Background: an optimization exercise with open tools, aiming at small area, a short achievable clock period and few clock cycles per item. Do not read the settings as production practice.
RTL that was checked went through simulation tests only; none was proved equivalent to the original.
The RTL of runs 1, 3 and 4 was laid out without a check of its function.
Power is estimated from default activity; no workload was simulated.

<file path="flow/run.sh">
#!/bin/bash
# synth_recipe.tcl (not shown) runs the flow's synth.tcl, then flattens the netlist and writes it again
# the make line also repeats each setting of config.mk as NAME=value (left out here)
make -C /OpenROAD-flow-scripts/flow DESIGN_CONFIG=/design/flow/config.mk WORK_HOME=/design/flow/orfs CLKGATE_MAP_FILE= SYNTH_SCRIPT=/design/flow/synth_recipe.tcl finish
</file>
<file path="flow/config.mk">
export PLATFORM = sky130hd
export DESIGN_NAME = pen_event_throttle_core
export DESIGN_NICKNAME = pen_event_throttle_core
export VERILOG_FILES = /design/flow/design.v
export SDC_FILE = /design/flow/constraint.sdc
export NUM_CORES = 4
export LEC_CHECK = 0
export CAP_MARGIN = 20
export CORE_MARGIN = 2
export CORE_UTILIZATION = 40
export SLEW_MARGIN = 20
</file>
<file path="flow/constraint.sdc">
create_clock -name core_clock -period 12.0 [get_ports {clk}]
set_input_delay 2.4000 -clock core_clock [delete_from_list [all_inputs] [get_ports {clk}]]
set_output_delay 2.4000 -clock core_clock [all_outputs]
set_load 0.01 [all_outputs]
</file>
<file path="flow/design.v">
package pet_pkg;
  localparam int CoordW = 16;
  localparam int TimeW  = 32;
  localparam int OpW    = 3;
  localparam int CfgIdxW = 3;
  localparam int CfgDataW = 16;
  localparam int MulW = 32;
  localparam int NumW = 50;
  localparam int DenW = 23;
  localparam logic [OpW-1:0] OP_DOWN    = 3'd0;
  localparam logic [OpW-1:0] OP_UP      = 3'd1;
  localparam logic [OpW-1:0] OP_MOVE    = 3'd2;
  localparam logic [OpW-1:0] OP_GESTURE = 3'd3;
  localparam logic [CfgIdxW-1:0] REG_TAP_RADIUS     = 3'd0;
  localparam logic [CfgIdxW-1:0] REG_TAP_RADIUS_MIN = 3'd1;
  localparam logic [CfgIdxW-1:0] REG_SHRINK_PERIOD  = 3'd2;
  localparam logic [CfgIdxW-1:0] REG_SHRINK_PERCENT = 3'd3;
  localparam logic [CfgIdxW-1:0] REG_MAX_MOVE_RATE  = 3'd4;
  localparam logic [CfgIdxW-1:0] REG_MAX_GEST_RATE  = 3'd5;
  localparam logic [9:0] RATE_SCALE    = 10'd1000;
  localparam logic [6:0] PERCENT_SCALE = 7'd100;
  typedef struct packed {
    logic            start;
    logic [NumW-1:0] num;
    logic [DenW-1:0] den;
  } div_req_t;
  typedef struct packed {
    logic            done;
    logic [NumW-1:0] quo;
  } div_rsp_t;
endpackage
module pet_mul (
  input  logic                         clk,
  input  logic [pet_pkg::MulW-1:0]     a,
  input  logic [pet_pkg::MulW-1:0]     b,
  output logic [2*pet_pkg::MulW-1:0]   p
);
  always_ff @(posedge clk) begin
    p <= a * b;
  end
endmodule
module pet_div (
  input  logic              clk,
  input  logic              rst,
  input  pet_pkg::div_req_t req,
  output pet_pkg::div_rsp_t rsp
);
  assign rsp.done = 1'b0;
  assign rsp.quo  = '0;
endmodule
module pen_event_throttle_core (
  input  logic        clk,
  input  logic        rst,
  input  logic        s_tvalid,
  output logic        s_tready,
  input  logic [63:0] s_tdata,    
  input  logic [2:0]  s_tuser,    
  output logic        m_tvalid,
  input  logic        m_tready,
  output logic [31:0] m_tdata,    
  output logic        m_tuser,    
  input  logic        cfg_valid,
  output logic        cfg_ready,
  input  logic [2:0]  cfg_index,
  input  logic [15:0] cfg_data
);
  localparam logic [2:0] OP_DOWN = pet_pkg::OP_DOWN;
  localparam logic [2:0] OP_UP   = pet_pkg::OP_UP;
  localparam logic [2:0] OP_MOVE = pet_pkg::OP_MOVE;
  localparam logic [2:0] OP_GEST = pet_pkg::OP_GESTURE;
  function automatic logic [15:0] abs_diff(input logic [15:0] a, input logic [15:0] b);
    logic signed [16:0] d;
    logic [16:0]        m;
    d = $signed({a[15], a}) - $signed({b[15], b});
    m = d[16] ? 17'(-d) : 17'(d);
    abs_diff = m[15:0];
  endfunction
  function automatic logic [3:0] msb12(input logic [11:0] v);
    msb12 = 4'd0;
    for (int i = 1; i < 12; i++) begin
      if (v[i]) msb12 = 4'(i);
    end
  endfunction
  logic [11:0] tap_radius;
  logic [11:0] tap_radius_min;
  logic [11:0] rad_hi;         
  logic [15:0] shrink_period_ms;
  logic [22:0] per_scaled;     
  logic [6:0]  shrink_percent;
  logic [9:0]  move_lim;       
  logic [9:0]  gest_lim;       
  logic        pend_s, pend_m, pend_g;   
  logic        sq_done_s, sq_done_m, sq_done_g;   
  logic [22:0] sq_scaled;
  logic [9:0]  sq_lim;
  assign cfg_ready = 1'b1;
  always_ff @(posedge clk) begin
    if (rst) begin
      tap_radius       <= 12'd10;
      tap_radius_min   <= 12'd2;
      rad_hi           <= 12'd10;
      shrink_period_ms <= 16'd100;
      per_scaled       <= 23'd10000;
      shrink_percent   <= 7'd10;
      move_lim         <= 10'd16;
      gest_lim         <= 10'd16;
      pend_s           <= 1'b0;
      pend_m           <= 1'b0;
      pend_g           <= 1'b0;
    end else begin
      if (sq_done_s) begin
        per_scaled <= sq_scaled;
        pend_s     <= 1'b0;
      end
      if (sq_done_m) begin
        move_lim <= sq_lim;
        pend_m   <= 1'b0;
      end
      if (sq_done_g) begin
        gest_lim <= sq_lim;
        pend_g   <= 1'b0;
      end
      if (cfg_valid) begin
        case (cfg_index)
          pet_pkg::REG_TAP_RADIUS: begin
            tap_radius <= cfg_data[11:0];
            rad_hi     <= (cfg_data[11:0] > tap_radius_min) ? cfg_data[11:0] : tap_radius_min;
          end
          pet_pkg::REG_TAP_RADIUS_MIN: begin
            tap_radius_min <= cfg_data[11:0];
            rad_hi         <= (tap_radius > cfg_data[11:0]) ? tap_radius : cfg_data[11:0];
          end
          pet_pkg::REG_SHRINK_PERIOD: begin
            shrink_period_ms <= cfg_data;
            pend_s           <= 1'b1;
          end
          pet_pkg::REG_SHRINK_PERCENT: shrink_percent <= cfg_data[6:0];
          pet_pkg::REG_MAX_MOVE_RATE: begin
            move_lim <= cfg_data[9:0];    
            pend_m   <= 1'b1;
          end
          pet_pkg::REG_MAX_GEST_RATE: begin
            gest_lim <= cfg_data[9:0];
            pend_g   <= 1'b1;
          end
          default: begin
          end
        endcase
      end
    end
  end
  logic        tracking;
  logic [15:0] lm_x, lm_y;
  logic [31:0] lm_t, ld_t;
  logic [15:0] lg_x, lg_y;
  logic [31:0] lg_t;
  logic        a_v;
  logic [2:0]  a_op;
  logic [15:0] a_x, a_y;
  logic [31:0] a_t;
  logic        e_v;
  logic [2:0]  e_op;
  logic [15:0] e_x, e_y;
  logic [31:0] e_t;
  logic        e_tdrop, e_tslow, e_long, e_tbig;
  logic [11:0] e_adx, e_ady;
  logic [22:0] e_touch;
  logic        o1_v;
  logic [32:0] o1_d;
  logic [32:0] o0_d;
  logic        a_xfer, e_fin, take;
  logic        fwd_down;
  logic [15:0] ref_x, ref_y;
  logic [31:0] ref_t;
  logic [15:0] a_adx, a_ady;
  logic [16:0] a_sum;
  logic [31:0] a_touch;
  logic        a_long, a_keep, a_drop;
  logic        keep_s, keep_l, drop_s, drop_l;
  assign fwd_down = e_v && e_op == OP_DOWN;
  assign ref_x    = fwd_down ? e_x : lm_x;
  assign ref_y    = fwd_down ? e_y : lm_y;
  assign ref_t    = fwd_down ? e_t : ld_t;
  assign a_adx    = abs_diff(ref_x, a_x);
  assign a_ady    = abs_diff(ref_y, a_y);
  assign a_sum    = {1'b0, a_adx} + {1'b0, a_ady};
  assign a_touch  = a_t - ref_t;
  assign a_long   = !a_touch[31] && (a_touch[30:16] != 15'd0 || a_touch[15:0] > shrink_period_ms);
  assign keep_s   = a_adx >= {4'd0, tap_radius} || a_ady >= {4'd0, tap_radius};
  assign keep_l   = a_adx >= {4'd0, rad_hi} || a_ady >= {4'd0, rad_hi};
  assign drop_s   = a_sum < {5'd0, tap_radius};
  assign drop_l   = a_sum < {5'd0, tap_radius_min};
  assign a_keep   = a_long ? keep_l : keep_s;
  assign a_drop   = a_long ? drop_l : drop_s;
  assign s_tready = !a_v || a_xfer;
  assign a_xfer   = a_v && (!e_v || e_fin);
  always_ff @(posedge clk) begin
    if (rst) begin
      a_v <= 1'b0;
    end else if (s_tvalid && s_tready) begin
      a_v <= 1'b1;
    end else if (a_xfer) begin
      a_v <= 1'b0;
    end
    if (s_tvalid && s_tready) begin
      a_op <= s_tuser;
      a_x  <= s_tdata[15:0];
      a_y  <= s_tdata[31:16];
      a_t  <= s_tdata[63:32];
    end
  end
  always_ff @(posedge clk) begin
    if (rst) begin
      e_v <= 1'b0;
    end else if (a_xfer) begin
      e_v <= 1'b1;
    end else if (e_fin) begin
      e_v <= 1'b0;
    end
    if (a_xfer) begin
      e_op    <= a_op;
      e_x     <= a_x;
      e_y     <= a_y;
      e_t     <= a_t;
      e_tdrop <= a_drop;
      e_tslow <= !a_keep && !a_drop;
      e_long  <= a_long;
      e_tbig  <= a_touch[30:23] != 8'd0;
      e_touch <= a_touch[22:0];
      e_adx   <= a_adx[11:0];
      e_ady   <= a_ady[11:0];
    end
  end
  logic        is_gest;
  logic [31:0] r_last;
  logic [9:0]  r_lim;
  logic [10:0] r_lo;
  logic [21:0] t_hi_m1;
  logic        r_hi_ok;
  logic        rate_hit_lim, g_near, m_same;
  logic        need_trk, e_drop, e_ready;
  logic        sq_done, sq_res;
  logic [15:0] res_x, res_y;
  assign is_gest      = e_op == OP_GEST;
  assign r_last       = is_gest ? lg_t : lm_t;
  assign r_lim        = is_gest ? gest_lim : move_lim;
  assign r_lo         = {1'b0, e_t[9:0]} + {1'b0, ~r_last[9:0]};
  assign t_hi_m1      = e_t[31:10] - 22'd1;
  assign r_hi_ok      = r_lo[10] ? (e_t[31:10] == r_last[31:10]) : (t_hi_m1 == r_last[31:10]);
  assign rate_hit_lim = r_hi_ok && r_lo[9:0] < r_lim;
  assign g_near = abs_diff(lg_x, e_x) < {4'd0, tap_radius} &&
                  abs_diff(lg_y, e_y) < {4'd0, tap_radius};
  assign m_same = e_x == lm_x && e_y == lm_y;
  assign need_trk = e_op == OP_MOVE && tracking && e_tslow;
  always_comb begin
    case (e_op)
      OP_MOVE: e_drop = tracking ? (e_tslow ? sq_res : e_tdrop) : (m_same || rate_hit_lim);
      OP_GEST: e_drop = g_near || rate_hit_lim;
      default: e_drop = 1'b0;
    endcase
  end
  always_comb begin
    case (e_op)
      OP_MOVE: e_ready = tracking ? (!e_tslow || sq_done) : !pend_m;
      OP_GEST: e_ready = !pend_g;
      default: e_ready = 1'b1;
    endcase
  end
  assign e_fin   = e_v && e_ready && !o1_v;
  assign res_x   = (e_op == OP_UP && tracking) ? lm_x : e_x;
  assign res_y   = (e_op == OP_UP && tracking) ? lm_y : e_y;
  always_ff @(posedge clk) begin
    if (rst) begin
      tracking <= 1'b0;
      lm_x     <= 16'hFFFF;
      lm_y     <= 16'hFFFF;
      lm_t     <= '0;
      ld_t     <= '0;
      lg_x     <= 16'hFFFF;
      lg_y     <= 16'hFFFF;
      lg_t     <= '0;
    end else if (e_fin) begin
      case (e_op)
        OP_DOWN: begin
          lm_x     <= e_x;
          lm_y     <= e_y;
          ld_t     <= e_t;
          lm_t     <= e_t;
          tracking <= 1'b1;
        end
        OP_UP: begin
          lm_x     <= '0;
          lm_y     <= '0;
          ld_t     <= '0;
          lm_t     <= '0;
          tracking <= 1'b0;
        end
        OP_MOVE: begin
          if (!e_drop) begin
            lm_x     <= e_x;
            lm_y     <= e_y;
            lm_t     <= e_t;
            tracking <= 1'b0;
          end
        end
        OP_GEST: begin
          if (!e_drop) begin
            lg_x <= e_x;
            lg_y <= e_y;
            lg_t <= e_t;
          end
        end
        default: begin
        end
      endcase
    end
  end
  assign take = m_tvalid && m_tready;
  always_ff @(posedge clk) begin
    if (rst) begin
      m_tvalid <= 1'b0;
      o1_v     <= 1'b0;
    end else begin
      if (!m_tvalid || take) begin
        m_tvalid <= o1_v || e_fin;
      end
      if (take) begin
        o1_v <= 1'b0;
      end else if (m_tvalid && e_fin) begin
        o1_v <= 1'b1;
      end
    end
    if (!m_tvalid || take) begin
      o0_d <= o1_v ? o1_d : {e_drop, res_y, res_x};
    end
    if (m_tvalid && !take && e_fin) begin
      o1_d <= {e_drop, res_y, res_x};
    end
  end
  assign m_tdata = o0_d[31:0];
  assign m_tuser = o0_d[32];
  localparam logic [2:0] PH_IDLE = 3'd0;
  localparam logic [2:0] PH_U    = 3'd1;
  localparam logic [2:0] PH_Q    = 3'd2;
  localparam logic [2:0] PH_KP   = 3'd3;
  localparam logic [2:0] PH_DK   = 3'd4;
  localparam logic [2:0] PH_FIN  = 3'd5;
  localparam logic [1:0] J_TRACK = 2'd0;
  localparam logic [1:0] J_SCALE = 2'd1;
  localparam logic [1:0] J_LIMM  = 2'd2;
  localparam logic [1:0] J_LIMG  = 2'd3;
  localparam logic [1:0] K_R    = 2'd0;
  localparam logic [1:0] K_HI   = 2'd1;
  localparam logic [1:0] K_MIN  = 2'd2;
  localparam logic [1:0] K_Q    = 2'd3;
  localparam logic [11:0] C100  = 12'd100;
  localparam logic [11:0] C1000 = 12'd1000;
  logic [2:0]  sq_ph;
  logic [1:0]  sq_job;
  logic [1:0]  sq_ksrc;
  logic [3:0]  sq_idx;
  logic [22:0] sq_u;
  logic [22:0] sq_rem;
  logic [11:0] sq_q;
  logic [11:0] sq_k;
  logic [26:0] sq_acc;
  logic        job_lim;
  logic [9:0]  lim_raw;
  logic [15:0] per_eff;
  logic [22:0] op_a, op_b, op_m;
  logic        op_bit;
  logic [24:0] x_sum;
  logic [25:0] x_m1, x_m2;
  logic [1:0]  x_c;
  logic [11:0] q_next;
  logic [11:0] k_rq, k_val;
  logic [26:0] acc_next;
  assign job_lim = sq_job == J_LIMM || sq_job == J_LIMG;
  assign lim_raw = (sq_job == J_LIMG) ? gest_lim : move_lim;
  assign per_eff = (shrink_period_ms == 16'd0) ? 16'd1 : shrink_period_ms;
  always_comb begin
    if (sq_ph == PH_U) begin
      op_a   = sq_u;
      op_b   = (sq_job == J_SCALE) ? {7'd0, per_eff} : e_touch;
      op_bit = (sq_job == J_SCALE) ? C100[sq_idx] : shrink_percent[sq_idx[2:0]];
    end else begin
      op_a   = sq_rem;
      op_b   = job_lim ? 23'd1 : sq_u;
      op_bit = job_lim ? C1000[sq_idx] : tap_radius[sq_idx];
    end
  end
  assign op_m  = job_lim ? {12'd0, {1'b0, lim_raw} + 11'd1} : per_scaled;
  assign x_sum = {1'b0, op_a, 1'b0} + (op_bit ? {2'b0, op_b} : 25'd0);
  assign x_m1  = {2'b0, op_a, 1'b0} + (op_bit ? {3'b0, op_b} : 26'd0) - {3'b0, op_m};
  assign x_m2  = {2'b0, op_a, 1'b0} + (op_bit ? {3'b0, op_b} : 26'd0) - {2'b0, op_m, 1'b0};
  assign x_c   = !x_m2[25] ? 2'd2 : !x_m1[25] ? 2'd1 : 2'd0;
  assign q_next = {sq_q[10:0], 1'b0} + {10'd0, x_c};
  assign k_rq = tap_radius - sq_q;
  always_comb begin
    case (sq_ksrc)
      K_R:     k_val = tap_radius;
      K_HI:    k_val = rad_hi;
      K_MIN:   k_val = tap_radius_min;
      default: k_val = (k_rq < tap_radius_min) ? tap_radius_min : k_rq;
    endcase
  end
  assign acc_next = {sq_acc[25:0], 1'b0}
                  + (e_adx[sq_idx] ? {15'd0, e_adx} : 27'd0)
                  + (e_ady[sq_idx] ? {15'd0, e_ady} : 27'd0)
                  - (sq_k[sq_idx]  ? {15'd0, sq_k}  : 27'd0);
  assign sq_done   = sq_ph == PH_FIN;
  assign sq_res    = sq_acc[26];
  assign sq_scaled = x_sum[22:0];
  assign sq_lim    = q_next[9:0];
  assign sq_done_s = sq_ph == PH_U && sq_job == J_SCALE && sq_idx == 4'd0;
  assign sq_done_m = sq_ph == PH_Q && sq_job == J_LIMM && sq_idx == 4'd0;
  assign sq_done_g = sq_ph == PH_Q && sq_job == J_LIMG && sq_idx == 4'd0;
  always_ff @(posedge clk) begin
    if (rst) begin
      sq_ph <= PH_IDLE;
    end else begin
      case (sq_ph)
        PH_IDLE: begin
          sq_u   <= '0;
          sq_rem <= '0;
          sq_q   <= '0;
          if (pend_s) begin
            sq_job <= J_SCALE;
            sq_idx <= 4'd6;
            sq_ph  <= PH_U;
          end else if (pend_m || pend_g) begin
            sq_job <= pend_m ? J_LIMM : J_LIMG;
            sq_idx <= 4'd9;
            sq_ph  <= PH_Q;
          end else if (e_v && need_trk) begin
            sq_job <= J_TRACK;
            if (!e_long) begin
              sq_ksrc <= K_R;
              sq_ph   <= PH_KP;
            end else if (shrink_percent == 7'd0) begin
              sq_ksrc <= K_HI;
              sq_ph   <= PH_KP;
            end else if (e_tbig) begin
              sq_ksrc <= K_MIN;
              sq_ph   <= PH_KP;
            end else begin
              sq_idx <= msb12({5'd0, shrink_percent});
              sq_ph  <= PH_U;
            end
          end
        end
        PH_U: begin
          sq_u   <= x_sum[22:0];
          sq_idx <= sq_idx - 4'd1;
          if (sq_job == J_SCALE) begin
            if (sq_idx == 4'd0) sq_ph <= PH_IDLE;
          end else if (!x_m1[25]) begin
            sq_ksrc <= K_MIN;            
            sq_ph   <= PH_KP;
          end else if (sq_idx == 4'd0) begin
            sq_idx <= msb12(tap_radius);
            sq_ph  <= PH_Q;
          end
        end
        PH_Q: begin
          sq_rem <= (x_c == 2'd2) ? x_m2[22:0] : (x_c == 2'd1) ? x_m1[22:0] : x_sum[22:0];
          sq_q   <= q_next;
          sq_idx <= sq_idx - 4'd1;
          if (sq_idx == 4'd0) begin
            sq_ksrc <= K_Q;
            sq_ph   <= job_lim ? PH_IDLE : PH_KP;
          end
        end
        PH_KP: begin
          sq_k   <= k_val;
          sq_idx <= msb12(e_adx | e_ady | k_val);
          sq_acc <= '0;
          sq_ph  <= PH_DK;
        end
        PH_DK: begin
          sq_acc <= acc_next;
          sq_idx <= sq_idx - 4'd1;
          if (sq_idx == 4'd0) sq_ph <= PH_FIN;
        end
        PH_FIN: begin
          if (e_fin) sq_ph <= PH_IDLE;
        end
        default: sq_ph <= PH_IDLE;
      endcase
      if (cfg_valid && sq_ph != PH_IDLE && sq_job != J_TRACK &&
          ((cfg_index == pet_pkg::REG_SHRINK_PERIOD && sq_job == J_SCALE) ||
           (cfg_index == pet_pkg::REG_MAX_MOVE_RATE && sq_job == J_LIMM) ||
           (cfg_index == pet_pkg::REG_MAX_GEST_RATE && sq_job == J_LIMG))) begin
        sq_ph <= PH_IDLE;
      end
    end
  end
endmodule
</file>
==> impl_metrics.py, run 1 <==
metrics = {
    "routing": {
        "avgRoutedWirePerCell_um": 20.4,
        "num_vias": 37900,
        "via_per_inst": 5.69,
        "ant_nets": 0,
        "first_pass_iters": 11,
        "totalWireLength_um": 136000,
        "first_iter_violations": 3627,
        "drc": 0,
    },
    "synth": {
        "synth_top_family_by_area": "simple AND/OR/NAND/NOR gates",
        "synth-compound-area-share_pct": 17.1,
        "synth_xor_area_share_pct": 5.81,
        "syn_inst": 5052,
        "syn_avg_cell_area_um2": 8.92,
        "syn-num-nets": 5580,
        "async_reset_ff_share_pct": 0,
        "muxShareOfSynthArea_pct": 6.67,
        "ys_types": 96,
        "ys_seq_elements": 629,
        "syn-cell-area_um2": 45100,
        "synthAdderAreaFrac_pct": 12.7,
        "ys_seq_area_share_pct": 35.9,
        "synth_edf_count": 356,
        "synth_simple_gate_area_share_pct": 17.4,
        "yosys_warnings": 1,
        "synthFlopType": "edfxtp_1",
    },
    "clocking": {
        "ctsResizeCount": 0,
        "clk_pin_slew_worst_paths_ns": 0.06,
        "cts.path.max_buffers": 3,
        "cts_setup_buffers": 0,
        "clock_latency_ns": 0.67,
        "h-tree-depth": 3,
        "hold_buffers": 0,
        "clock_sinks": 629,
        "cts_made_buffers": 77,
        "root_buffer": "clkbuf_16",
        "cts_tree": "done",
    },
    "timing": {
        "maxSlewHeadroom_pct": 27.2,
        "setup_tns_ns": 0,
        "finClkSkew_ns": 0.0379,
        "clock.fmax_mhz": 117,
        "finalSetupViolations": 0,
        "rsz0062_at_grt": "no",
        "min_period_ns": 8.54,
        "setup_ws_ns": 3.46,
        "tightest_slew_ns": 1.09,
        "finalHoldViolations": 0,
        "period_share_pct": 71.2,
        "maxSlewViolCount": 0,
    },
    "job": {
        "drv_cap": 0,
    },
    "cells_and_area": {
        "multi_input_area_um2": 27000,
        "num_antenna_cells": 0,
        "nFillCells": 10700,
        "drive_above_1_share_pct": 6.53,
        "nets": 5624,
        "fin_cells": 6660,
        "seq_area_um2": 16200,
        "fin_area_um2": 50500,
        "syn2layout_area_growth_pct": 12.0,
    },
    "global_routing": {
        "antenna_found_initial": 2,
        "grtUsageMet3_pct": 3.97,
        "grt_use_met1_pct": 33.5,
        "grt_max_degree": 121,
        "grtUsageMet2_pct": 34.7,
        "gr-total-overflow": 0,
        "grt_pass1_vias": 35900,
        "grt_pass1_wl_um": 210000,
        "grt_busiest_layer": "met2",
        "grt.total_usage_pct": 23.0,
    },
    "floorplan": {
        "die_h_um": 340,
        "core_um2": 112000,
        "initial_core_util_pct": 40.2,
        "fp.dieW_um": 340,
        "die_area_um2": 115000,
        "boundaryPins": 127,
        "rows": 123,
    },
    "place": {
        "placed_area_um2": 47800,
        "place_inst": 6515,
        "dpl.hpwl_um": 99200,
        "io_buffers": 125,
        "globalplace.congestion": 0.953,
        "place_worst_setup_slack_ns": 3.36,
    },
    "worst_setup_path": {
        "worst-path-max-fanout": 33,
        "start_kind": "flip-flop",
        "max_stage_delay_ns": 0.55,
        "path_delay_family": "compound AO/OA/AOI/OAI gates",
        "cp.arrival_ns": 8.92,
        "critPathBufInv": 1,
        "required_ns": 12.37,
        "slowest_stage": "edfxtp_1",
        "crit_type": "reg -> reg",
        "crit_path_end_kind": "flip-flop",
    },
    "power_and_ir_drop": {
        "max-vdd-ir-drop_mv": 0.183,
        "p_total_mw": 11.2,
        "p_leak_nw": 19.4,
        "p_per_area_nw_per_um2": 221,
    },
    "hold_path": {
        "hold_path_class": "reg -> reg",
    },
    "status": {
        "status": "no timing/DRC/antenna violations",
    },
}
[final cells by class]
| cell class | instances | area share (%) |
|---|---|---|
| multi-input combinational | 3912 | 53.5 |
| sequential | 629 | 32.0 |
| clock buffer | 106 | 4.38 |
| tap | 1500 | 3.72 |
| timing repair buffer | 178 | 3.32 |
| inverter | 298 | 2.22 |
| clock inverter | 37 | 0.843 |
[cells by family after synthesis]
| kind of cell | count (synthesis) |
|---|---|
| AND/OR/NAND/NOR | 1682 |
| AO/OA/AOI/OAI | 1216 |
| flip-flops | 629 |
| buffers and inverters | 511 |
| adder cells (fa/ha/maj) | 438 |
| XOR/XNOR | 297 |
| multiplexers | 278 |
| other | 1 |
[placed cells by master, fill, tap and decap left out, types with 38 or more instances in the layout]
cell type	synthesis	final
nand3_1	168	168
a31oi_1	40	39
clkbuf_16	0	82
nor3_1	94	86
nand2b_1	116	115
buf_4	4	51
ha_1	403	403
nand4_1	38	38
a21o_1	90	90
edfxtp_1	356	356
xnor2_1	209	209
inv_1	294	294
clkdlybuf4s50_1	0	124
nor2_1	464	458
xor2_1	87	87
nand2_1	538	537
a211oi_1	73	71
dfxtp_1	273	273
mux2_2	78	78
o21ai_0	204	204
o21a_1	47	47
mux2i_1	190	190
nor2b_1	58	58
a21oi_1	454	452
[metal layers]
metal / share of wire [%] / wire, µm
met4: 2.6 / 3570
met5: 0.0066 / 9
met3: 7.3 / 9900
met1: 48 / 64500
met2: 43 / 57700
[cells in the mapped netlist (11+ instances only)]
library cell	instances	area, µm²
nand2_1	538	2020
nor2_1	464	1740
a21oi_1	454	2270
ha_1	403	5040
edfxtp_1	356	10700
inv_1	294	1100
dfxtp_1	273	5470
xnor2_1	209	1830
o21ai_0	204	1020
mux2i_1	190	1900
clkbuf_1	168	631
nand3_1	168	841
nand2b_1	116	726
nor3_1	94	470
a21o_1	90	676
xor2_1	87	762
mux2_2	78	878
a211oi_1	73	548
nor2b_1	58	363
o21a_1	47	353
a31oi_1	40	250
nand4_1	38	238
o211ai_1	35	263
o21bai_1	35	263
fa_1	34	681
and2_1	33	206
or3_1	31	194
a211o_1	27	236
nor4_1	27	169
o31ai_1	27	203
and3_1	26	163
or2_2	21	131
buf_1	19	71.3
o22ai_1	17	106
a21boi_0	15	113
o31a_1	15	131
o211a_1	14	140
nand3b_1	13	97.6
o2111ai_1	13	114
buf_6	11	124
nor3b_1	11	82.6
[final timing paths]
kind         slack [ns]     from      end  cells after the start
min reg2reg        0.43  a_op[0]  e_op[0]                      0
max                3.46  e_op[0]  e_tslow                     30
min                0.43  a_op[0]  e_op[0]                      0
max reg2reg        3.46  e_op[0]  e_tslow                     30
[report_power, final]
group	switching (mW)	total, mW	internal [mW]	leakage (nW)
clock	0.994	2.46	1.47	1.29
combinational	3.63	6.01	2.37	12.5
sequential	0.166	2.69	2.52	5.63
[state kept, by name, summed over array words and instances (netlist names), 23 cells and up]
name and count:
a_t 32, sq_u 23, o1_d 33, lg_t 32
sq_rem 23, sq_acc 27, lm_t 32, ld_t 32
o0_d 33, e_t 32, per_scaled 23, e_touch 23
[stage by stage]
step           hold WS (ns)  utilization [%]
2_1_floorplan         0.400                -
3_3_place_gp          0.405             42.6
3_5_place_dp          0.411             42.6
4_1_cts               0.429             45.0
5_1_grt               0.434             45.0
6_report              0.426             45.0
==> inputs of run 2 (changes only) <==
--- a/flow/design.v
+++ b/flow/design.v
@@ -176,7 +176,7 @@
   logic [16:0] a_sum;
   logic [31:0] a_touch;
   logic        a_long, a_keep, a_drop;
-  logic        keep_s, keep_l, drop_s, drop_l;
+  logic [11:0] thr_keep, thr_drop;
   assign fwd_down = e_v && e_op == OP_DOWN;
   assign ref_x    = fwd_down ? e_x : lm_x;
   assign ref_y    = fwd_down ? e_y : lm_y;
@@ -186,12 +186,10 @@
   assign a_sum    = {1'b0, a_adx} + {1'b0, a_ady};
   assign a_touch  = a_t - ref_t;
   assign a_long   = !a_touch[31] && (a_touch[30:16] != 15'd0 || a_touch[15:0] > shrink_period_ms);
-  assign keep_s   = a_adx >= {4'd0, tap_radius} || a_ady >= {4'd0, tap_radius};
-  assign keep_l   = a_adx >= {4'd0, rad_hi} || a_ady >= {4'd0, rad_hi};
-  assign drop_s   = a_sum < {5'd0, tap_radius};
-  assign drop_l   = a_sum < {5'd0, tap_radius_min};
-  assign a_keep   = a_long ? keep_l : keep_s;
-  assign a_drop   = a_long ? drop_l : drop_s;
+  assign thr_keep = a_long ? rad_hi : tap_radius;
+  assign thr_drop = a_long ? tap_radius_min : tap_radius;
+  assign a_keep   = a_adx >= {4'd0, thr_keep} || a_ady >= {4'd0, thr_keep};
+  assign a_drop   = a_sum < {5'd0, thr_drop};
   assign s_tready = !a_v || a_xfer;
   assign a_xfer   = a_v && (!e_v || e_fin);
   always_ff @(posedge clk) begin
@@ -234,9 +232,7 @@
   logic        is_gest;
   logic [31:0] r_last;
   logic [9:0]  r_lim;
-  logic [10:0] r_lo;
-  logic [21:0] t_hi_m1;
-  logic        r_hi_ok;
+  logic [31:0] r_dm1;
   logic        rate_hit_lim, g_near, m_same;
   logic        need_trk, e_drop, e_ready;
   logic        sq_done, sq_res;
@@ -244,10 +240,8 @@
   assign is_gest      = e_op == OP_GEST;
   assign r_last       = is_gest ? lg_t : lm_t;
   assign r_lim        = is_gest ? gest_lim : move_lim;
-  assign r_lo         = {1'b0, e_t[9:0]} + {1'b0, ~r_last[9:0]};
-  assign t_hi_m1      = e_t[31:10] - 22'd1;
-  assign r_hi_ok      = r_lo[10] ? (e_t[31:10] == r_last[31:10]) : (t_hi_m1 == r_last[31:10]);
-  assign rate_hit_lim = r_hi_ok && r_lo[9:0] < r_lim;
+  assign r_dm1        = e_t + ~r_last;
+  assign rate_hit_lim = r_dm1[31:10] == 22'd0 && r_dm1[9:0] < r_lim;
   assign g_near = abs_diff(lg_x, e_x) < {4'd0, tap_radius} &&
                   abs_diff(lg_y, e_y) < {4'd0, tap_radius};
   assign m_same = e_x == lm_x && e_y == lm_y;
@@ -391,8 +385,8 @@
   end
   assign op_m  = job_lim ? {12'd0, {1'b0, lim_raw} + 11'd1} : per_scaled;
   assign x_sum = {1'b0, op_a, 1'b0} + (op_bit ? {2'b0, op_b} : 25'd0);
-  assign x_m1  = {2'b0, op_a, 1'b0} + (op_bit ? {3'b0, op_b} : 26'd0) - {3'b0, op_m};
-  assign x_m2  = {2'b0, op_a, 1'b0} + (op_bit ? {3'b0, op_b} : 26'd0) - {2'b0, op_m, 1'b0};
+  assign x_m1  = {1'b0, x_sum} - {3'b0, op_m};
+  assign x_m2  = {1'b0, x_sum} - {2'b0, op_m, 1'b0};
   assign x_c   = !x_m2[25] ? 2'd2 : !x_m1[25] ? 2'd1 : 2'd0;
   assign q_next = {sq_q[10:0], 1'b0} + {10'd0, x_c};
   assign k_rq = tap_radius - sq_q;
==> run 2 against run 1 <==
  * Still clean on timing, DRC and antenna
  * Fmax is 8.2% lower
  * Wire length fell by 0.10%
  * Sequential power about the same
  * Combinational power shrank 16%
  * Via count is 2.3% lower
  * Clock skew is 0.00096 ns lower
  * Critical path depth is 3 higher
  * Register-to-register slack got worse by 0.76 ns
  * Sequential share of layout area is 0.49 points higher
  * Clock power fell by 3%
  * Critical path type unchanged
==> impl_metrics.py, run 2 <==
metrics = {
    "clocking": {
        "cts.path.max_buffers": 3,
        "hold_buffers": 0,
        "cts_setup_buffers": 0,
        "h-tree-depth": 3,
        "clock_latency_ns": 0.67,
        "root_buffer": "clkbuf_16",
        "cts_tree": "done",
        "clock_sinks": 629,
        "clk_pin_slew_worst_paths_ns": 0.06,
        "ctsResizeCount": 0,
        "cts_made_buffers": 75,
    },
    "power_and_ir_drop": {
        "pwr-share-comb_pct": 50.1,
        "p_per_area_nw_per_um2": 203,
        "clkPwrFrac_pct": 23.6,
        "p_leak_nw": 19.5,
        "max-vdd-ir-drop_mv": 0.178,
        "internal_power_mw": 5.94,
        "p_sw_mw": 4.15,
        "sw_frac_of_total_pct": 41.1,
        "seqPwrFrac_pct": 26.3,
        "p_total_mw": 10.1,
    },
    "synth": {
        "synthAdderAreaFrac_pct": 12.5,
        "synthTopCellsByCount": "603 x nand2_1, 481 x nor2_1, 414 x a21oi_1, 386 x ha_1, 356 x edfxtp_1",
        "muxShareOfSynthArea_pct": 7.49,
        "synth_edf_count": 356,
        "ys_types": 92,
        "syn-num-nets": 5465,
        "synth_top_family_by_area": "simple AND/OR/NAND/NOR gates",
        "post-synth-top-count-cell": "nand2_1",
        "synthFlopType": "edfxtp_1",
        "async_reset_ff_share_pct": 0,
        "ys_seq_area_share_pct": 36.4,
        "yosysTopAreaCellShare_pct": 24.1,
        "syn_inst": 4954,
        "synth_simple_gate_area_share_pct": 17.0,
        "synth_xor_area_share_pct": 5.49,
        "synth-compound-area-share_pct": 16.9,
        "syn_avg_cell_area_um2": 8.95,
        "syn-cell-area_um2": 44300,
        "ys_seq_elements": 629,
        "yosysTopAreaCell": "edfxtp_1",
        "ys_top_cells_by_area": "edfxtp_1 24%, dfxtp_1 12%, ha_1 11%",
        "yosys_warnings": 1,
    },
    "floorplan": {
        "initial_core_util_pct": 40.2,
        "boundaryPins": 127,
        "rows": 122,
        "core_um2": 110000,
        "die_h_um": 337,
        "fp.dieW_um": 337,
        "die_area_um2": 114000,
    },
    "global_routing": {
        "antenna_found_initial": 1,
        "gr-total-overflow": 0,
        "grt_pass1_wl_um": 207000,
        "grt_pass1_vias": 34800,
        "grt.total_usage_pct": 23.5,
        "grt_max_degree": 84,
    },
    "routing": {
        "drc": 0,
        "num_vias": 37000,
        "totalWireLength_um": 135000,
        "via_per_inst": 5.64,
        "ant_nets": 0,
        "first_iter_violations": 3007,
        "avgRoutedWirePerCell_um": 20.7,
        "first_pass_iters": 8,
    },
    "timing": {
        "tightest_slew_ns": 1.15,
        "rsz0062_at_grt": "no",
        "clock.fmax_mhz": 107,
        "setup_tns_ns": 0,
        "period_share_pct": 77.5,
        "maxSlewHeadroom_pct": 22.7,
        "maxSlewViolCount": 0,
        "finClkSkew_ns": 0.0370,
        "whs_ns": 0.432,
        "finalHoldViolations": 0,
        "min_period_ns": 9.30,
        "finalSetupViolations": 0,
        "setup_ws_ns": 2.70,
    },
    "place": {
        "globalplace.congestion": 0.966,
        "place_inst": 6417,
        "placed_area_um2": 47100,
        "place_worst_setup_slack_ns": 2.59,
        "dpl.hpwl_um": 102000,
        "io_buffers": 125,
    },
    "worst_setup_path": {
        "slowest_stage": "nor4_1",
        "cp.arrival_ns": 9.71,
        "rrSetupSlack_ns": 2.70,
        "max_stage_delay_ns": 0.80,
        "required_ns": 12.40,
        "worstRegToRegCells": 33,
        "start_kind": "flip-flop",
        "crit_path_end_kind": "flip-flop",
        "worst-path-max-fanout": 31,
        "crit_type": "reg -> reg",
        "reg2reg_from": "e_op[1]",
        "r2r_end": "e_tslow",
    },
    "hold_path": {
        "min_to": "e_op[0]",
        "min_from": "a_op[0]",
        "hold_path_class": "reg -> reg",
        "worstHoldPathCells": 0,
    },
    "cells_and_area": {
        "final_cell_mix": "602 x nand2_1, 479 x nor2_1, 413 x a21oi_1",
        "num_antenna_cells": 0,
        "drive_above_1_share_pct": 6.18,
        "fin_util_pct": 45.1,
        "nets": 5519,
        "reg_top3": "o0_d (33), o1_d (33)",
        "fin_cells": 6556,
        "syn2layout_area_growth_pct": 12.2,
        "fin_area_um2": 49700,
        "layout_commonest_cell": "nand2_1",
    },
    "status": {
        "status": "no timing/DRC/antenna violations",
    },
    "job": {
        "drv_cap": 0,
    },
}
==> run 2: cell types whose count changed after synthesis, moves of 40 or more <==
cell and delta:
nand3_1 -103, nand2_1 +65, nand2b_1 -50, xnor2_1 -48, and2_1 +42, a21oi_1 -40
==> run 2: power by group through the flow <==
stage	combinational (mW)	sequential [mW]	clock, mW
floorplan	3.80	2.63	0
global placement	4.95	2.70	0
detailed placement	4.98	2.70	0
CTS	5.01	2.65	2.43
global route	5.66	2.67	2.51
finish	5.06	2.66	2.38
==> run 2: kinds of logic (layout without fill, tap and decap cells) <==
group | after synthesis | after routing
other | 1 | 1
XOR/XNOR | 278 | 278
AND/OR/NAND/NOR | 1651 | 1651
adder cells (fa/ha/maj) | 421 | 421
buffers and inverters | 479 | 593
flip-flops | 629 | 629
multiplexers | 310 | 310
AO/OA/AOI/OAI | 1185 | 1185
==> run 2: final cells by class <==
type                       count  area (µm²)
clock buffer                 100        2000
clock inverter                37         528
fill                       10600       60600
inverter                     275        1030
multi-input combinational   3846       26400
sequential                   629       16200
tap                         1488        1860
timing repair buffer         181        1720
==> run 2: worst max path at each step <==
stage | startpoint | endpoint | slack [ns] | depth (start not counted)
global route | e_op[1] | e_tslow | 2.12 | 34
detailed placement | e_op[1] | e_tslow | 2.59 | 32
global placement | e_op[1] | e_tslow | 2.71 | 32
finish | e_op[1] | e_tslow | 2.70 | 33
CTS | e_op[1] | e_tslow | 2.48 | 32
floorplan | sq_ph[1] | e_adx[0] | 1.58 | 8
==> run 2: worst max-delay path: cells and delay by family (launching register included) <==
kind                     cells  cell delay (ns)
multiplexers                 1             0.41
buffers and inverters        2             0.34
adder cells (fa/ha/maj)      3             0.86
XOR/XNOR                     1             0.18
flip-flops                   1             0.48
AO/OA/AOI/OAI               14             3.24
AND/OR/NAND/NOR             12             3.48
==> run 2: per-layer routing <==
metal	vias to the layer above	wire (µm)	track usage, %
li1	17900	-	-
met1	17800	64500	34.1
met2	1125	58500	36.1
met3	204	8010	2.87
met4	0	4410	7.93
met5	-	0	0
Testbench counts of run 2, summed over its fixed seeds: cycles 3,308, items 2,459.
==> inputs of run 3 (changes only) <==
--- a/flow/design.v
+++ b/flow/design.v
@@ -75,6 +75,23 @@
     m = d[16] ? 17'(-d) : 17'(d);
     abs_diff = m[15:0];
   endfunction
+  function automatic logic neg3(input logic [17:0] a, input logic [17:0] b, input logic [17:0] c);
+    logic [17:0] sv, cv, y;
+    sv = a ^ b ^ c;
+    cv = {(a[16:0] & b[16:0]) | (a[16:0] & c[16:0]) | (b[16:0] & c[16:0]), 1'b0};
+    y  = sv + cv;
+    neg3 = y[17];
+  endfunction
+  function automatic logic near(input logic [15:0] a, input logic [15:0] b, input logic [11:0] r);
+    near = !neg3({6'd0, r}, {{2{b[15]}}, b}, ~{{2{a[15]}}, a}) &&
+           !neg3({6'd0, r}, {{2{a[15]}}, a}, ~{{2{b[15]}}, b});
+  endfunction
+  function automatic logic [15:0] abs_diff2(input logic [15:0] a, input logic [15:0] b);
+    logic [16:0] d1, d2;
+    d1 = {a[15], a} - {b[15], b};
+    d2 = {b[15], b} - {a[15], a};
+    abs_diff2 = d1[16] ? d2[15:0] : d1[15:0];
+  endfunction
   function automatic logic [3:0] msb12(input logic [11:0] v);
     msb12 = 4'd0;
     for (int i = 1; i < 12; i++) begin
@@ -169,27 +186,29 @@
   logic [32:0] o1_d;
   logic [32:0] o0_d;
   logic        a_xfer, e_fin, take;
-  logic        fwd_down;
   logic [15:0] ref_x, ref_y;
   logic [31:0] ref_t;
   logic [15:0] a_adx, a_ady;
-  logic [16:0] a_sum;
+  logic [12:0] a_sum;
+  logic        a_far;
   logic [31:0] a_touch;
   logic        a_long, a_keep, a_drop;
-  logic [11:0] thr_keep, thr_drop;
-  assign fwd_down = e_v && e_op == OP_DOWN;
-  assign ref_x    = fwd_down ? e_x : lm_x;
-  assign ref_y    = fwd_down ? e_y : lm_y;
-  assign ref_t    = fwd_down ? e_t : ld_t;
-  assign a_adx    = abs_diff(ref_x, a_x);
-  assign a_ady    = abs_diff(ref_y, a_y);
-  assign a_sum    = {1'b0, a_adx} + {1'b0, a_ady};
+  logic        keep_s, keep_l, drop_s, drop_l;
+  assign ref_x    = lm_x;
+  assign ref_y    = lm_y;
+  assign ref_t    = ld_t;
+  assign a_adx    = abs_diff2(ref_x, a_x);
+  assign a_ady    = abs_diff2(ref_y, a_y);
+  assign a_far    = a_adx[15:12] != 4'd0 || a_ady[15:12] != 4'd0;
+  assign a_sum    = {1'b0, a_adx[11:0]} + {1'b0, a_ady[11:0]};
   assign a_touch  = a_t - ref_t;
   assign a_long   = !a_touch[31] && (a_touch[30:16] != 15'd0 || a_touch[15:0] > shrink_period_ms);
-  assign thr_keep = a_long ? rad_hi : tap_radius;
-  assign thr_drop = a_long ? tap_radius_min : tap_radius;
-  assign a_keep   = a_adx >= {4'd0, thr_keep} || a_ady >= {4'd0, thr_keep};
-  assign a_drop   = a_sum < {5'd0, thr_drop};
+  assign keep_s   = a_adx >= {4'd0, tap_radius} || a_ady >= {4'd0, tap_radius};
+  assign keep_l   = a_adx >= {4'd0, rad_hi} || a_ady >= {4'd0, rad_hi};
+  assign drop_s   = !a_far && a_sum < {1'b0, tap_radius};
+  assign drop_l   = !a_far && a_sum < {1'b0, tap_radius_min};
+  assign a_keep   = a_long ? keep_l : keep_s;
+  assign a_drop   = a_long ? drop_l : drop_s;
   assign s_tready = !a_v || a_xfer;
   assign a_xfer   = a_v && (!e_v || e_fin);
   always_ff @(posedge clk) begin
@@ -229,27 +248,27 @@
       e_ady   <= a_ady[11:0];
     end
   end
-  logic        is_gest;
-  logic [31:0] r_last;
-  logic [9:0]  r_lim;
-  logic [31:0] r_dm1;
-  logic        rate_hit_lim, g_near, m_same;
+  logic [10:0] rm_lo, rg_lo;
+  logic [21:0] t_hi_m1;
+  logic        rm_hi_ok, rg_hi_ok;
+  logic        m_rate, g_rate, g_near, m_same;
   logic        need_trk, e_drop, e_ready;
   logic        sq_done, sq_res;
   logic [15:0] res_x, res_y;
-  assign is_gest      = e_op == OP_GEST;
-  assign r_last       = is_gest ? lg_t : lm_t;
-  assign r_lim        = is_gest ? gest_lim : move_lim;
-  assign r_dm1        = e_t + ~r_last;
-  assign rate_hit_lim = r_dm1[31:10] == 22'd0 && r_dm1[9:0] < r_lim;
-  assign g_near = abs_diff(lg_x, e_x) < {4'd0, tap_radius} &&
-                  abs_diff(lg_y, e_y) < {4'd0, tap_radius};
+  assign t_hi_m1  = e_t[31:10] - 22'd1;
+  assign rm_lo    = {1'b0, e_t[9:0]} + {1'b0, ~lm_t[9:0]};
+  assign rm_hi_ok = rm_lo[10] ? (e_t[31:10] == lm_t[31:10]) : (t_hi_m1 == lm_t[31:10]);
+  assign m_rate   = rm_hi_ok && rm_lo[9:0] < move_lim;
+  assign rg_lo    = {1'b0, e_t[9:0]} + {1'b0, ~lg_t[9:0]};
+  assign rg_hi_ok = rg_lo[10] ? (e_t[31:10] == lg_t[31:10]) : (t_hi_m1 == lg_t[31:10]);
+  assign g_rate   = rg_hi_ok && rg_lo[9:0] < gest_lim;
+  assign g_near   = near(lg_x, e_x, tap_radius) && near(lg_y, e_y, tap_radius);
   assign m_same = e_x == lm_x && e_y == lm_y;
   assign need_trk = e_op == OP_MOVE && tracking && e_tslow;
   always_comb begin
     case (e_op)
-      OP_MOVE: e_drop = tracking ? (e_tslow ? sq_res : e_tdrop) : (m_same || rate_hit_lim);
-      OP_GEST: e_drop = g_near || rate_hit_lim;
+      OP_MOVE: e_drop = tracking ? (e_tslow ? sq_res : e_tdrop) : (m_same || m_rate);
+      OP_GEST: e_drop = g_near || g_rate;
       default: e_drop = 1'b0;
     endcase
   end
@@ -273,15 +292,19 @@
       lg_x     <= 16'hFFFF;
       lg_y     <= 16'hFFFF;
       lg_t     <= '0;
+    end else if (a_xfer && a_op == OP_DOWN) begin
+      lm_x     <= a_x;
+      lm_y     <= a_y;
+      ld_t     <= a_t;
+      lm_t     <= a_t;
+      tracking <= 1'b1;
+      if (e_fin && e_op == OP_GEST && !e_drop) begin
+        lg_x <= e_x;
+        lg_y <= e_y;
+        lg_t <= e_t;
+      end
     end else if (e_fin) begin
       case (e_op)
-        OP_DOWN: begin
-          lm_x     <= e_x;
-          lm_y     <= e_y;
-          ld_t     <= e_t;
-          lm_t     <= e_t;
-          tracking <= 1'b1;
-        end
         OP_UP: begin
           lm_x     <= '0;
           lm_y     <= '0;
@@ -385,8 +408,17 @@
   end
   assign op_m  = job_lim ? {12'd0, {1'b0, lim_raw} + 11'd1} : per_scaled;
   assign x_sum = {1'b0, op_a, 1'b0} + (op_bit ? {2'b0, op_b} : 25'd0);
-  assign x_m1  = {1'b0, x_sum} - {3'b0, op_m};
-  assign x_m2  = {1'b0, x_sum} - {2'b0, op_m, 1'b0};
+  logic [25:0] xa, xb, xm1, xm2, xs1, xc1, xs2, xc2;
+  assign xa    = {2'b0, op_a, 1'b0};
+  assign xb    = op_bit ? {3'b0, op_b} : 26'd0;
+  assign xm1   = ~{3'b0, op_m};
+  assign xm2   = ~{2'b0, op_m, 1'b0};
+  assign xs1   = xa ^ xb ^ xm1;
+  assign xc1   = {(xa[24:0] & xb[24:0]) | (xa[24:0] & xm1[24:0]) | (xb[24:0] & xm1[24:0]), 1'b1};
+  assign xs2   = xa ^ xb ^ xm2;
+  assign xc2   = {(xa[24:0] & xb[24:0]) | (xa[24:0] & xm2[24:0]) | (xb[24:0] & xm2[24:0]), 1'b1};
+  assign x_m1  = xs1 + xc1;
+  assign x_m2  = xs2 + xc2;
   assign x_c   = !x_m2[25] ? 2'd2 : !x_m1[25] ? 2'd1 : 2'd0;
   assign q_next = {sq_q[10:0], 1'b0} + {10'd0, x_c};
   assign k_rq = tap_radius - sq_q;
==> run 3 against run 2 <==
  * Synthesized area rose by 7.2%
  * Die area rose by 7.1%
  * First-iteration DRC count rose by 36%
  * Power rose by 13%
  * Clock-buffer cell count rose by 8
  * Sequential power rose by 3%
  * Hold slack improved by 0.022 ns
  * Clock skew rose by 0.0050 ns
  * Via count rose by 6.2%
==> impl_metrics.py, run 3 <==
metrics = {
    "cells_and_area": {
        "drive_above_1_share_pct": 5.60,
        "final_cell_mix": "557 x inv_1, 494 x nand2_1, 466 x ha_1",
        "multi_input_area_um2": 28400,
        "nets": 5954,
        "nFillCells": 11500,
        "num_antenna_cells": 0,
        "fin_area_um2": 52800,
        "layout_commonest_cell": "inv_1",
        "fin_cells": 6876,
        "syn2layout_area_growth_pct": 11.1,
        "reg_top3": "o0_d (33), o1_d (33)",
        "seq_area_um2": 16200,
    },
    "routing": {
        "avgRoutedWirePerCell_um": 21.5,
        "ant_nets": 0,
        "totalWireLength_um": 148000,
        "first_iter_violations": 4096,
        "num_vias": 39300,
        "via_per_inst": 5.71,
        "first_pass_iters": 6,
        "drc": 0,
    },
    "synth": {
        "yosysTopAreaCellShare_pct": 22.5,
        "synth_edf_count": 356,
        "ys_top_cells_by_area": "edfxtp_1 23%, ha_1 12%, dfxtp_1 12%",
        "syn_inst": 5260,
        "muxShareOfSynthArea_pct": 4.27,
        "synthTopCellsByCount": "558 x inv_1, 494 x nand2_1, 466 x ha_1, 391 x nor2_1, 356 x edfxtp_1",
        "synth_top_family_by_area": "compound AO/OA/AOI/OAI gates",
        "yosysTopAreaCell": "edfxtp_1",
        "syn-cell-area_um2": 47500,
        "synthAdderAreaFrac_pct": 17.5,
        "syn_avg_cell_area_um2": 9.03,
        "yosys_warnings": 1,
        "synthFlopType": "edfxtp_1",
        "synth-compound-area-share_pct": 18.6,
        "ys_types": 91,
        "ys_seq_area_share_pct": 34.0,
        "async_reset_ff_share_pct": 0,
        "ys_seq_elements": 629,
        "syn-num-nets": 5940,
        "synth_xor_area_share_pct": 4.87,
        "synth_simple_gate_area_share_pct": 14.2,
        "post-synth-top-count-cell": "inv_1",
    },
    "power_and_ir_drop": {
        "max-vdd-ir-drop_mv": 0.144,
        "p_per_area_nw_per_um2": 215,
        "p_leak_nw": 21.8,
    },
    "global_routing": {
        "grt_use_met1_pct": 35.5,
        "grtUsageMet3_pct": 4.81,
        "grt_busiest_layer": "met2",
        "grt_max_degree": 81,
        "grt_pass1_wl_um": 228000,
        "antenna_found_initial": 3,
        "gr-total-overflow": 0,
        "grtUsageMet2_pct": 35.9,
        "grt_pass1_vias": 37400,
        "grt.total_usage_pct": 24.0,
    },
    "clocking": {
        "cts.path.max_buffers": 3,
        "ctsResizeCount": 0,
        "clk_pin_slew_worst_paths_ns": 0.06,
        "hold_buffers": 0,
        "root_buffer": "clkbuf_16",
        "h-tree-depth": 3,
        "cts_made_buffers": 78,
        "cts_setup_buffers": 0,
        "clock_latency_ns": 0.69,
        "clock_sinks": 629,
        "cts_tree": "done",
    },
    "floorplan": {
        "die_area_um2": 122000,
        "core_um2": 118000,
        "die_h_um": 349,
        "boundaryPins": 127,
        "initial_core_util_pct": 40.3,
        "rows": 126,
        "fp.dieW_um": 349,
    },
    "timing": {
        "finClkSkew_ns": 0.0420,
        "clock.fmax_mhz": 122,
        "min_period_ns": 8.18,
        "setup_tns_ns": 0,
        "finalSetupViolations": 0,
        "rsz0062_at_grt": "no",
        "maxSlewHeadroom_pct": 23.8,
        "maxSlewViolCount": 0,
        "period_share_pct": 68.2,
        "whs_ns": 0.454,
        "setup_ws_ns": 3.82,
        "finalHoldViolations": 0,
        "tightest_slew_ns": 1.14,
    },
    "hold_path": {
        "min_from": "rad_hi[6]",
        "hold_path_class": "reg -> reg",
    },
    "job": {
        "drv_cap": 0,
    },
    "place": {
        "io_buffers": 125,
        "dpl.hpwl_um": 111000,
        "globalplace.congestion": 0.949,
        "placed_area_um2": 50200,
        "place_worst_setup_slack_ns": 3.93,
        "place_inst": 6730,
    },
    "status": {
        "status": "no timing/DRC/antenna violations",
    },
    "worst_setup_path": {
        "crit_path_end_kind": "flip-flop",
        "reg2reg_from": "sq_job[1]",
        "worst-path-max-fanout": 35,
        "required_ns": 12.51,
        "crit_start": "sq_job[1]",
        "start_kind": "flip-flop",
        "crit_type": "reg -> reg",
        "cp.arrival_ns": 8.69,
    },
}
run 3: cell families after synthesis:
logic type	after synthesis
mux	184
compound gates	1337
simple gates	1444
fa+ha+maj	592
flops	629
other cells	1
buf+inv	809
xor+xnor	264
run 3: layout make-up:
class | instances | area share, %
Tap cell | 1536 | 3.64
Multi-Input combinational cell | 3822 | 53.8
Clock buffer | 108 | 4.20
Clock inverter | 38 | 0.607
Sequential cell | 629 | 30.6
Inverter | 560 | 3.98
Timing Repair Buffer | 183 | 3.20
run 3: through the flow:
stage	power (mW)	utilization, %
after global routing	12.3	44.8
final	11.4	44.8
after floorplan	7.29	-
after CTS	11.3	44.8
after detailed placement	8.92	42.6
after global placement	8.84	42.6
run 3: power by group:
part | internal, mW | switching [mW]
clock | 1.33 | 1.02
combinational | 2.54 | 3.75
sequential | 2.52 | 0.207
run 3: routing by layer:
metal / wire, µm / up-vias
met4: 2620 / 2
met1: 69800 / 19000
met5: 13 / -
li1: - / 18700
met3: 12800 / 171
met2: 62700 / 1404
run 3: critical path, cell delays in order (launching register included):
cell and delay [ns]:
edfxtp_1 1.10, nand2_1 0.65, mux2i_1 0.44, inv_1 0.08, ha_1 0.28, mux2_2 0.30, fa_1 0.49, inv_1 0.04
ha_1 0.19, or2_2 0.32, a2111o_1 0.38, a221oi_1 0.47, o311ai_1 0.30, a21boi_1 0.46, o21ai_1 0.27, a311oi_4 0.29
buf_4 0.38, inv_2 0.21, ha_1 0.26, ha_1 0.23, inv_1 0.06, or3_1 0.16, nor2_1 0.08, xnor2_1 0.24
nand2_1 0.08, o211ai_1 0.12, a21oi_1 0.10
run 3: final timing paths:
check,slack [ns],cells past startpoint,end
worst max-delay path,3.82,26,gest_lim[9]
worst min-delay path,0.45,2,rad_hi[6]
worst max register to register,3.82,26,gest_lim[9]
worst min register to register,0.45,2,rad_hi[6]
==> inputs of run 4 (changes only) <==
--- a/flow/config.mk
+++ b/flow/config.mk
@@ -5,7 +5,9 @@
 export SDC_FILE = /design/flow/constraint.sdc
 export NUM_CORES = 4
 export LEC_CHECK = 0
+export ABC_CLOCK_PERIOD_IN_PS = 6000
 export CAP_MARGIN = 20
 export CORE_MARGIN = 2
-export CORE_UTILIZATION = 40
+export CORE_UTILIZATION = 55
+export SETUP_SLACK_MARGIN = 4
 export SLEW_MARGIN = 20
==> run 4 against run 3 <==
  * Clock-buffer cell count down 1
  * Still clean on timing, DRC and antenna
  * Critical endpoint is now move_lim[9]
  * Global-route usage increased by 8.5 points
  * Via count up 0.61%
  * Power fell by 0.41%
  * Synthesized area is the same
  * Cell count decreased by 5.7%
  * Flip-flop and latch count unchanged
  * Clock skew decreased by 0.021 ns
  * Sequential share of layout area up 0.29 points
  * Critical path depth up 5
==> impl_metrics.py, run 4 <==
metrics = {
    "status": {
        "status": "no timing/DRC/antenna violations",
    },
    "routing": {
        "top_layer": "met4",
        "wl_met3_um": 12100,
        "first_pass_iters": 6,
        "wl_met1_um": 69600,
        "totalWireLength_um": 147000,
        "drc": 0,
        "num_vias": 39500,
        "via_per_inst": 6.09,
        "avgRoutedWirePerCell_um": 22.6,
        "first_iter_violations": 3851,
        "wl_met2_um": 61200,
        "ant_nets": 0,
    },
    "timing": {
        "maxSlewHeadroom_pct": 20.9,
        "rsz0062_at_grt": "no",
        "setup_ws_ns": 4.69,
        "maxSlewViolCount": 0,
        "finalHoldViolations": 0,
        "clock.fmax_mhz": 137,
        "finalSetupViolations": 0,
        "finClkSkew_ns": 0.0205,
        "tightest_slew_ns": 1.17,
        "setup_tns_ns": 0,
        "min_period_ns": 7.31,
        "period_share_pct": 60.9,
    },
    "synth": {
        "muxShareOfSynthArea_pct": 4.27,
        "ys_seq_elements": 629,
        "synth_xor_area_share_pct": 4.87,
        "synthAdderAreaFrac_pct": 17.5,
        "synth_top_family_by_area": "compound AO/OA/AOI/OAI gates",
        "yosys_warnings": 1,
        "synthFlopType": "edfxtp_1",
        "yosysTopAreaCell": "edfxtp_1",
        "synthTopCellsByCount": "558 x inv_1, 494 x nand2_1, 466 x ha_1, 391 x nor2_1, 356 x edfxtp_1",
        "async_reset_ff_share_pct": 0,
        "yosysTopAreaCellShare_pct": 22.5,
        "syn-cell-area_um2": 47500,
        "ys_types": 91,
        "synth-compound-area-share_pct": 18.6,
        "syn-num-nets": 5940,
        "ys_seq_area_share_pct": 34.0,
        "syn_avg_cell_area_um2": 9.03,
        "synth_edf_count": 356,
        "ys_top_cells_by_area": "edfxtp_1 23%, ha_1 12%, dfxtp_1 12%",
        "syn_inst": 5260,
        "post-synth-top-count-cell": "inv_1",
        "synth_simple_gate_area_share_pct": 14.2,
    },
    "floorplan": {
        "core_um2": 85400,
        "boundaryPins": 127,
        "rows": 107,
        "die_area_um2": 88700,
        "fp.dieW_um": 298,
        "die_h_um": 298,
        "initial_core_util_pct": 55.6,
    },
    "clocking": {
        "clock_sinks": 629,
        "clk_pin_slew_worst_paths_ns": 0.06,
        "cts_made_buffers": 74,
        "clock_latency_ns": 0.66,
        "hold_buffers": 0,
        "cts_tree": "done",
        "h-tree-depth": 3,
        "cts.path.max_buffers": 3,
        "root_buffer": "clkbuf_16",
    },
    "cells_and_area": {
        "reg_top3": "o0_d (33), o1_d (33)",
        "layout_commonest_cell": "inv_1",
        "syn2layout_area_growth_pct": 10.1,
        "nets": 5961,
        "nFillCells": 7653,
        "drive_above_1_share_pct": 5.62,
        "final_cell_mix": "556 x inv_1, 493 x nand2_1, 466 x ha_1",
    },
    "power_and_ir_drop": {
        "p_leak_nw": 21.8,
        "max-vdd-ir-drop_mv": 0.396,
        "p_per_area_nw_per_um2": 217,
    },
    "place": {
        "io_buffers": 125,
        "place_worst_setup_slack_ns": 4.01,
        "globalplace.congestion": 0.970,
        "dpl.hpwl_um": 110000,
    },
    "worst_setup_path": {
        "start_kind": "flip-flop",
        "required_ns": 12.50,
        "cp.arrival_ns": 7.81,
        "crit_type": "reg -> reg",
        "worst-path-max-fanout": 35,
        "max_stage_delay_ns": 0.52,
        "crit_path_end_kind": "flip-flop",
        "slowest_stage": "fa_1",
    },
    "global_routing": {
        "gr-total-overflow": 0,
        "grt_pass1_vias": 37100,
        "grt_max_degree": 92,
        "grt_pass1_wl_um": 225000,
        "antenna_found_initial": 5,
        "grt.total_usage_pct": 32.5,
    },
    "job": {
        "drv_cap": 0,
    },
    "hold_path": {
        "hold_path_class": "reg -> reg",
    },
}
-- run 4: changes by cell type in the layout (fill, tap and decap cells not counted), moves of 3 or more --
| cell | before | now |
|---|---|---|
| buf_4 | 58 | 67 |
| clkbuf_1 | 17 | 25 |
| clkbuf_16 | 80 | 74 |
| clkinv_1 | 12 | 6 |
| clkinv_2 | 14 | 9 |
| bufinv_16 | 1 | 5 |
| clkbuf_8 | 11 | 8 |
-- run 4: cells by family (layout without fill, tap and decap cells) --
group                      Yosys count  count (layout)
and+or+nand+nor                   1444            1444
AOI/OAI and AO/OA                 1337            1337
buffers and inverters              809             890
DFF                                629             629
adders and majority gates          592             592
xor gates and xnor gates           264             264
muxes                              184             184
other                                1               2
-- run 4: metrics by stage --
step           hold slack (ns)  instance area (µm²)  total power, mW  instances  util [%]
4_1_cts                  0.457                52200             11.2       6476      61.1
6_report                 0.459                52300             11.3       6486      61.2
3_3_place_gp             0.440                49800             8.84       6340      58.3
2_1_floorplan            0.427                47500             7.29       5260         -
3_5_place_dp             0.446                49800             8.89       6340      58.3
5_1_grt                  0.471                52300             12.1       6485      61.2
-- run 4: layout make-up --
cell class              count  area, µm²  area share (%)
flip-flops and latches    629      16200            30.9
well taps                1144       1430            2.74
repair buffers            194       1800            3.44
clock inverters            29        355           0.680
multi-input cells        3822      28400            54.3
clock buffers             107       2060            3.93
inverters                 560       2110            4.03
diodes                      1       2.50         0.00479
-- run 4: layer usage --
| layer | vias up | track usage (%) |
|---|---|---|
| met5 | - | 0 |
| met4 | 0 | 7.80 |
| met3 | 194 | 4.55 |
| met2 | 1529 | 47.5 |
| met1 | 19100 | 50.5 |
| li1 | 18700 | - |
-- run 4: path summary, 6_finish.rpt --
check / from / to / slack, ns / depth (start not counted)
worst max-delay path: sq_idx[0] / move_lim[9] / 4.69 / 31
worst min register to register: a_op[2] / e_op[2] / 0.46 / 0
worst max register to register: sq_idx[0] / move_lim[9] / 4.69 / 31
worst min-delay path: a_op[2] / e_op[2] / 0.46 / 0
-- run 4: where the power goes --
group | leakage (nW) | internal, mW | switching [mW]
Clock | 1.17 | 1.31 | 0.976
Sequential | 5.63 | 2.52 | 0.200
Combinational | 15.0 | 2.56 | 3.76
Total | 21.8 | 6.40 | 4.93
-- run 4: worst max-delay path, delay by kind of cell, from the launching register on --
family | cells | cell delay (ns)
buffers and inverters | 8 | 1.53
DFF | 1 | 0.32
and+or+nand+nor | 5 | 0.77
xor gates and xnor gates | 1 | 0.22
adders and majority gates | 5 | 1.54
muxes | 1 | 0.08
AOI/OAI and AO/OA | 11 | 2.65
-- run 4: timing repair --
action / CTS / global route
hold endpoints to repair: 0 / 0
gates resized for setup: 0 / 4
setup endpoints to repair: 0 / 28
setup buffers: 0 / 8

afterwards: timing with drivers on the ports:
Ports are ideal in the flow. The routed layouts listed here were re-timed in OpenROAD. Step 1 (the two cells are an assumption about what drives the block):
set clk [get_ports {clk}]
set_driving_cell -lib_cell sky130_fd_sc_hd__clkbuf_16 $clk
set_driving_cell -lib_cell sky130_fd_sc_hd__buf_2 [delete_from_list [all_inputs] $clk]
Step 2 also shifts input and output timing later by t, the mid clock arrival at the registers, as if the neighbouring blocks saw the same clock. Three values: ideal, step 1, step 2; two values: the first two.
| run | t (ns) | setup WS [ns] | worst setup path after step 2 | latest minus earliest clock arrival (ns) | worst data-port slew with drivers (ns) |
|---|---|---|---|---|---|
| run 1 | 0.720 | 3.459 / 3.459 / 3.459 | register to register | 0.040 / 0.039 | 0.05 |
| run 2 | 0.725 | 2.695 / 2.695 / 2.695 | register to register | 0.038 / 0.038 | 0.07 |
| run 3 | 0.743 | 3.817 / 3.817 / 3.817 | register to register | 0.043 / 0.044 | 0.05 |
| run 4 | 0.715 | 4.688 / 4.688 / 4.688 | register to register | 0.022 / 0.022 | 0.06 |
After both steps every run listed still meets setup and hold.
